This is an optimization exercise on Yosys and OpenROAD, whose aim is small area, not a production implementation.
In this exercise RTL edits were held to simulation tests only and were not proved equivalent to the original.
Power figures rest on the tool's default switching activity, not on a simulated workload.

==> run M <==
==> flow/design.v <==
module regfile_sb #(
    parameter  int XLEN  = 32,
    parameter  int NREGS = 32,
    parameter  int NRP   = 2,
    parameter  int NWP   = 2,
    localparam int AW    = $clog2(NREGS)
) (
    input  logic                      clk_i,
    input  logic                      rst_n_i,
    input  logic [NWP-1:0]            we_i,
    input  logic [NWP-1:0][AW-1:0]    wr_addr_i,
    input  logic [NWP-1:0][XLEN-1:0]  wr_d_i,
    input  logic                      iss_valid_i,
    input  logic [AW-1:0]             iss_rd_i,
    input  logic [NRP-1:0][AW-1:0]    rd_addr_i,
    output logic [NRP-1:0][XLEN-1:0]  rd_d_o,
    output logic [NRP-1:0]            rd_busy_o,
    output logic [NREGS-1:0]          busy_o
);
    logic ph;
    always_ff @(posedge clk_i or negedge rst_n_i) begin
        if (!rst_n_i) ph <= 1'b0;
        else          ph <= ~ph;
    end
    logic [XLEN-1:0] wdx0, wdx1;
    assign wdx0 = wr_d_i[0] ^ {XLEN{ph}};
    assign wdx1 = wr_d_i[1] ^ {XLEN{ph}};
    wire [NREGS-1:0][XLEN-1:0] q;
    wire [NREGS-1:0]           valid;
    wire [NREGS-1:0]           busy;
    assign q[0]     = '0;
    assign valid[0] = 1'b0;
    assign busy[0]  = 1'b0;
    for (genvar r = 1; r < NREGS; r++) begin : g_reg
        logic w0, w1, s0, s1, hold, iss;
        logic [XLEN-1:0] d, dn;
        logic v, b;
        assign w0   = we_i[0] && (wr_addr_i[0] == AW'(r));
        assign w1   = we_i[1] && (wr_addr_i[1] == AW'(r));
        assign s1   = w1;
        assign s0   = w0 && !w1;
        assign hold = !(w0 || w1);
        assign iss  = iss_valid_i && (iss_rd_i == AW'(r));
        regfile_sb_aoi3 #(.W(XLEN)) u_wsel (
            .a_i(s1), .x_i(wdx1), .b_i(s0), .y_i(wdx0), .c_i(hold), .z_i(d), .n_o(dn)
        );
        always_ff @(posedge clk_i) begin
            d <= dn;
        end
        always_ff @(posedge clk_i or negedge rst_n_i) begin
            if (!rst_n_i) begin
                v <= 1'b0;
                b <= 1'b0;
            end else begin
                v <= v | w0 | w1;
                b <= iss | (b & hold);
            end
        end
        assign q[r]     = d;
        assign valid[r] = v;
        assign busy[r]  = b;
    end
    assign busy_o = busy;
    for (genvar p = 0; p < NRP; p++) begin : g_rd
        logic [NREGS-1:0] dec, sel;
        for (genvar r = 0; r < NREGS; r++) begin : g_dec
            assign dec[r] = (rd_addr_i[p] == AW'(r));
            assign sel[r] = dec[r] && valid[r];
        end
        regfile_sb_rsel #(.W(XLEN), .NREGS(NREGS)) u_rd (
            .sel_i(sel[NREGS-1:1]), .q_i(q[NREGS-1:1]), .inv_i(ph && (|sel)), .d_o(rd_d_o[p])
        );
        regfile_sb_rsel #(.W(1), .NREGS(NREGS)) u_busy (
            .sel_i(dec[NREGS-1:1]), .q_i(busy[NREGS-1:1]), .inv_i(1'b0), .d_o(rd_busy_o[p])
        );
    end
endmodule
module regfile_sb_aoi3 #(
    parameter int W = 32
) (
    input  logic         a_i,
    input  logic [W-1:0] x_i,
    input  logic         b_i,
    input  logic [W-1:0] y_i,
    input  logic         c_i,
    input  logic [W-1:0] z_i,
    output logic [W-1:0] n_o
);
    assign n_o = ~(({W{a_i}} & x_i) | ({W{b_i}} & y_i) | ({W{c_i}} & z_i));
endmodule
module regfile_sb_rsel #(
    parameter  int W     = 32,
    parameter  int NREGS = 32,
    localparam int NG    = (NREGS - 1) / 3
) (
    input  logic [NREGS-1:1]        sel_i,
    input  logic [NREGS-1:1][W-1:0] q_i,
    input  logic                    inv_i,
    output logic [W-1:0]            d_o
);
    logic [NG-1:0][W-1:0] t_n;
    for (genvar g = 0; g < NG; g++) begin : g_grp
        regfile_sb_aoi3 #(.W(W)) u_aoi (
            .a_i(sel_i[3*g+1]), .x_i(q_i[3*g+1]),
            .b_i(sel_i[3*g+2]), .y_i(q_i[3*g+2]),
            .c_i(sel_i[3*g+3]), .z_i(q_i[3*g+3]),
            .n_o(t_n[g])
        );
    end
    always_comb begin
        d_o = '0;
        for (int g = 0; g < NG; g++) d_o = d_o | ~t_n[g];
        for (int r = 3 * NG + 1; r < NREGS; r++) d_o = d_o | ({W{sel_i[r]}} & q_i[r]);
        d_o = d_o ^ {W{inv_i}};
    end
endmodule
==> flow/run.sh <==
#!/bin/bash
# synth_recipe.tcl (not shown) runs the flow's synth.tcl, then flattens the netlist and writes it again
# the make line also repeats each setting of config.mk as NAME=value (left out here)
make -C /OpenROAD-flow-scripts/flow DESIGN_CONFIG=/design/flow/config.mk WORK_HOME=/design/flow/orfs CLKGATE_MAP_FILE= SYNTH_SCRIPT=/design/flow/synth_recipe.tcl finish
==> flow/config.mk <==
export PLATFORM = sky130hd
export DESIGN_NAME = regfile_sb
export DESIGN_NICKNAME = regfile_sb
export VERILOG_FILES = /design/flow/design.v
export SDC_FILE = /design/flow/constraint.sdc
export NUM_CORES = 4
export LEC_CHECK = 0
export CAP_MARGIN = 20
export CORE_MARGIN = 2
export CORE_UTILIZATION = 25
export CTS_CLUSTER_DIAMETER = 100
export CTS_CLUSTER_SIZE = 20
export PLACE_DENSITY = 0.4
export SETUP_SLACK_MARGIN = 0.1
export SLEW_MARGIN = 20
export SYNTH_HIERARCHICAL = 1
export SYNTH_MINIMUM_KEEP_SIZE = 0
==> flow/constraint.sdc <==
create_clock -name core_clock -period 7.0 [get_ports {clk_i}]
set_input_delay 1.4000 -clock core_clock [delete_from_list [all_inputs] [get_ports {clk_i}]]
set_output_delay 1.4000 -clock core_clock [all_outputs]
set_load 0.01 [all_outputs]
==> run G (differences from run M) <==
==> flow/design.v, changed modules only <==
module regfile_sb #(
    parameter  int XLEN  = 32,
    parameter  int NREGS = 32,
    parameter  int NRP   = 2,
    parameter  int NWP   = 2,
    localparam int AW    = $clog2(NREGS)
) (
    input  logic                      clk_i,
    input  logic                      rst_n_i,
    input  logic [NWP-1:0]            we_i,
    input  logic [NWP-1:0][AW-1:0]    wr_addr_i,
    input  logic [NWP-1:0][XLEN-1:0]  wr_d_i,
    input  logic                      iss_valid_i,
    input  logic [AW-1:0]             iss_rd_i,
    input  logic [NRP-1:0][AW-1:0]    rd_addr_i,
    output logic [NRP-1:0][XLEN-1:0]  rd_d_o,
    output logic [NRP-1:0]            rd_busy_o,
    output logic [NREGS-1:0]          busy_o
);
    logic [XLEN-1:0]  regs [NREGS];
    logic [NREGS-1:0] busy;
    always_ff @(posedge clk_i or negedge rst_n_i) begin
        if (!rst_n_i) begin
            for (int r = 0; r < NREGS; r++) begin
                regs[r] <= '0;
            end
            busy <= '0;
        end else begin
            for (int w = 0; w < NWP; w++) begin
                if (we_i[w] && (wr_addr_i[w] != '0)) begin
                    regs[wr_addr_i[w]] <= wr_d_i[w];
                    busy[wr_addr_i[w]] <= 1'b0;
                end
            end
            if (iss_valid_i && (iss_rd_i != '0)) begin
                busy[iss_rd_i] <= 1'b1;
            end
        end
    end
    assign busy_o = busy;
    always_comb begin
        for (int p = 0; p < NRP; p++) begin
            rd_d_o[p]    = regs[rd_addr_i[p]];
            rd_busy_o[p] = busy[rd_addr_i[p]];
        end
    end
endmodule
// module regfile_sb_aoi3 removed
// module regfile_sb_rsel removed
- CORE_UTILIZATION: 25 -> 18
- CTS_CLUSTER_DIAMETER: 100 -> not set
- CTS_CLUSTER_SIZE: 20 -> not set
- PLACE_DENSITY: 0.4 -> 0.3
- SETUP_SLACK_MARGIN: 0.1 -> not set
- SYNTH_HIERARCHICAL: 1 -> not set
- SYNTH_MINIMUM_KEEP_SIZE: 0 -> not set
==> run H (differences from run M) <==
==> flow/design.v, changed modules only <==
module regfile_sb_rsel #(
    parameter  int W     = 32,
    parameter  int NREGS = 32,
    localparam int NG    = (NREGS - 1) / 3
) (
    input  logic [NREGS-1:1]        sel_i,
    input  logic [NREGS-1:1][W-1:0] q_i,
    input  logic                    inv_i,
    output logic [W-1:0]            d_o
);
    logic [NG-1:0][W-1:0] t_n;
    for (genvar g = 0; g < NG; g++) begin : g_grp
        regfile_sb_aoi3 #(.W(W)) u_aoi (
            .a_i(sel_i[3*g+1]), .x_i(q_i[3*g+1]),
            .b_i(sel_i[3*g+2]), .y_i(q_i[3*g+2]),
            .c_i(sel_i[3*g+3]), .z_i(q_i[3*g+3]),
            .n_o(t_n[g])
        );
    end
    localparam int NR = NREGS - 1 - 3 * NG;
    logic [(NG+NR)*W-1:0] t_all;
    for (genvar g = 0; g < NG; g++) begin : g_t
        assign t_all[g*W +: W] = t_n[g];
    end
    for (genvar r = 0; r < NR; r++) begin : g_r
        assign t_all[(NG+r)*W +: W] = ~({W{sel_i[3*NG+1+r]}} & q_i[3*NG+1+r]);
    end
    localparam int NT = NG + NR;
    localparam int NQ = (NT + 3) / 4;
    logic [NQ-1:0][W-1:0] any_q;
    for (genvar k = 0; k < NQ; k++) begin : g_q
        regfile_sb_nand4 #(.W(W), .N((4 * k + 4 <= NT) ? 4 : NT - 4 * k)) u_nand (
            .a_i(t_all[4*k*W +: ((4 * k + 4 <= NT) ? 4 : NT - 4 * k) * W]), .y_o(any_q[k])
        );
    end
    always_comb begin
        d_o = '0;
        for (int k = 0; k < NQ; k++) d_o = d_o | any_q[k];
        d_o = d_o ^ {W{inv_i}};
    end
endmodule
module regfile_sb_nand4 #(
    parameter int W = 32,
    parameter int N = 4
) (
    input  logic [N*W-1:0] a_i,
    output logic [W-1:0]   y_o
);
    always_comb begin
        y_o = '1;
        for (int i = 0; i < N; i++) y_o = y_o & a_i[i*W +: W];
        y_o = ~y_o;
    end
endmodule
==> run B (differences from run M) <==
==> flow/design.v, changed modules only <==
module regfile_sb_rsel #(
    parameter  int W     = 32,
    parameter  int NREGS = 32,
    localparam int NG    = (NREGS - 1) / 3
) (
    input  logic [NREGS-1:1]        sel_i,
    input  logic [NREGS-1:1][W-1:0] q_i,
    input  logic                    inv_i,
    output logic [W-1:0]            d_o
);
    logic [NG-1:0][W-1:0] t_n;
    for (genvar g = 0; g < NG; g++) begin : g_grp
        regfile_sb_aoi3 #(.W(W)) u_aoi (
            .a_i(sel_i[3*g+1]), .x_i(q_i[3*g+1]),
            .b_i(sel_i[3*g+2]), .y_i(q_i[3*g+2]),
            .c_i(sel_i[3*g+3]), .z_i(q_i[3*g+3]),
            .n_o(t_n[g])
        );
    end
    localparam int NR = NREGS - 1 - 3 * NG;
    logic [(NG+NR)*W-1:0] t_all;
    for (genvar g = 0; g < NG; g++) begin : g_t
        assign t_all[g*W +: W] = t_n[g];
    end
    for (genvar r = 0; r < NR; r++) begin : g_r
        assign t_all[(NG+r)*W +: W] = ~({W{sel_i[3*NG+1+r]}} & q_i[3*NG+1+r]);
    end
    localparam int NT = NG + NR;
    localparam int NQ = (NT + 3) / 4;
    logic [NQ-1:0][W-1:0] any_q;
    for (genvar k = 0; k < NQ; k++) begin : g_q
        regfile_sb_nand4 #(.W(W), .N((4 * k + 4 <= NT) ? 4 : NT - 4 * k)) u_nand (
            .a_i(t_all[4*k*W +: ((4 * k + 4 <= NT) ? 4 : NT - 4 * k) * W]), .y_o(any_q[k])
        );
    end
    always_comb begin
        d_o = '0;
        for (int k = 0; k < NQ; k++) d_o = d_o | any_q[k];
        d_o = d_o ^ {W{inv_i}};
    end
endmodule
module regfile_sb_nand4 #(
    parameter int W = 32,
    parameter int N = 4
) (
    input  logic [N*W-1:0] a_i,
    output logic [W-1:0]   y_o
);
    always_comb begin
        y_o = '1;
        for (int i = 0; i < N; i++) y_o = y_o & a_i[i*W +: W];
        y_o = ~y_o;
    end
endmodule
==> flow/flow/run.sh (new file) <==
#!/bin/bash
# The standard layout (standard.sh) with one change to how it is made: buffer_ports
# gives every input and output port a sky130_fd_sc_hd__buf_1 instead of the delay
# cell (clkdlybuf4s50_1) it picks by default. make's full output goes to standard_sh.log;
# each ORFS step keeps its own log under orfs/logs/.
set -euo pipefail
export BUFFER_PORTS_ARGS="-buffer_cell sky130_fd_sc_hd__buf_1"
bash standard.sh > standard_sh.log 2>&1
==> flow/standard.sh (new file) <==
#!/bin/bash
# synth_recipe.tcl (not shown) runs the flow's synth.tcl, then flattens the netlist and writes it again
# the make line also repeats each setting of config.mk as NAME=value (left out here)
make -C /OpenROAD-flow-scripts/flow DESIGN_CONFIG=/design/flow/config.mk WORK_HOME=/design/flow/orfs CLKGATE_MAP_FILE= SYNTH_SCRIPT=/design/flow/synth_recipe.tcl "${@:-finish}"
- CAP_MARGIN: 20 -> 10
- CORE_UTILIZATION: 25 -> 30
- PLACE_DENSITY: 0.4 -> 0.45
- SETUP_SLACK_MARGIN: 0.1 -> 0.05
- SLEW_MARGIN: 20 -> 10
removed: flow/run.sh
==> notes.md <==
                                                                      run G                       run H                    run M                   run B
Run status                                                   finished clean  complete, but fails checks           finished clean          finished clean
Layout check failures                                                     -        negative setup slack                        -                       -
Delay of the slowest critical-path stage                             900 ps                     1190 ps                   840 ps                 1000 ps
Terminus of the critical flop-to-flop path           regs[30][21]$_DFF_PN0_      g_reg[21].d[7]$_DFF_P_  g_reg[25].d[18]$_DFF_P_  g_reg[24].d[7]$_DFF_P_
Area occupied by multi-input gates                              0.03676 mm²                 0.02356 mm²              0.02462 mm²             0.02361 mm²
Number of instances in the synthesized netlist                         7408                        4211                     4145                    4211
Via count of the routed design                                        68970                       52330                    50880                   51120
Reported leakage power                                           0.03541 µW                  0.02080 µW               0.02088 µW              0.01957 µW
Avg Vias per Cell                                                     5.598                       7.624                    7.406                   8.021
Max Clk Rate                                                      146.4 MHz                   140.0 MHz                146.9 MHz               145.0 MHz
Half-perimeter wire length after detailed placement               352900 µm                   205600 µm                198100 µm               179600 µm
Maximum clock path buffer count                                           4                           3                        3                       3
Initial cell density of the core                                     18.06%                      25.13%                   25.09%                  30.14%
Number of logic inverters in the finished layout                         15                           8                        8                       8
Standard-cell rows                                                      222                         161                      163                     147
Design Power                                                       23500 µW                    17260 µW                 17430 µW                16750 µW
Switching Power                                                     8782 µW                     5928 µW                  5969 µW                 5844 µW
Sequential cell fraction of total power                               43.0%                       55.2%                    54.8%                   56.7%
Routing usage on met3                                                6.153%                      9.294%                   8.762%                  11.84%
WL final                                                          538500 µm                   321100 µm                310100 µm               285400 µm
Resized Gates After CTS                                                   0                           1                        0                       0
Final period util                                                    97.60%                      102.1%                   97.28%                  98.49%
# nets final                                                           7473                        4407                     4303                    4290
Tap cells                                                              4816                        2526                     2640                    2160
Wire per inst                                                      43.70 µm                    46.78 µm                 45.14 µm                44.78 µm

==> re-timing with driven ports <==
The flow's constraints put no driver on any port. The routed layouts listed below were extracted and timed again, unchanged, in two steps. Step 1: set_driving_cell puts a clkbuf_16 on clk_i and a buf_2 on each other input, an assumption about the parent block. Step 2 moves the port delays by t, midway between the first and last clock arrival at a register: inputs arrive t later, outputs are due t later. That takes back most of the time a late clock gives input paths. Three values: no drivers, after step 1, after step 2; two values: the first two.
run | t, ns | slack for setup (ns) | hold slack, ns
run M | 0.829 | 0.190 / 0.130 / 0.130 | 0.474 / 0.474 / 0.474
run G | 0.970 | 0.168 / 0.023 / 0.023 | 0.403 / 0.403 / 0.403
run H | 0.844 | -0.145 / -0.169 / -0.169 | 0.473 / 0.473 / 0.473
run B | 0.817 | 0.106 / 0.079 / 0.079 | 0.472 / 0.472 / 0.472
For run G, which loses most, drivers alone change the setup slack by -0.145 ns; drivers and shift together by -0.145 ns.
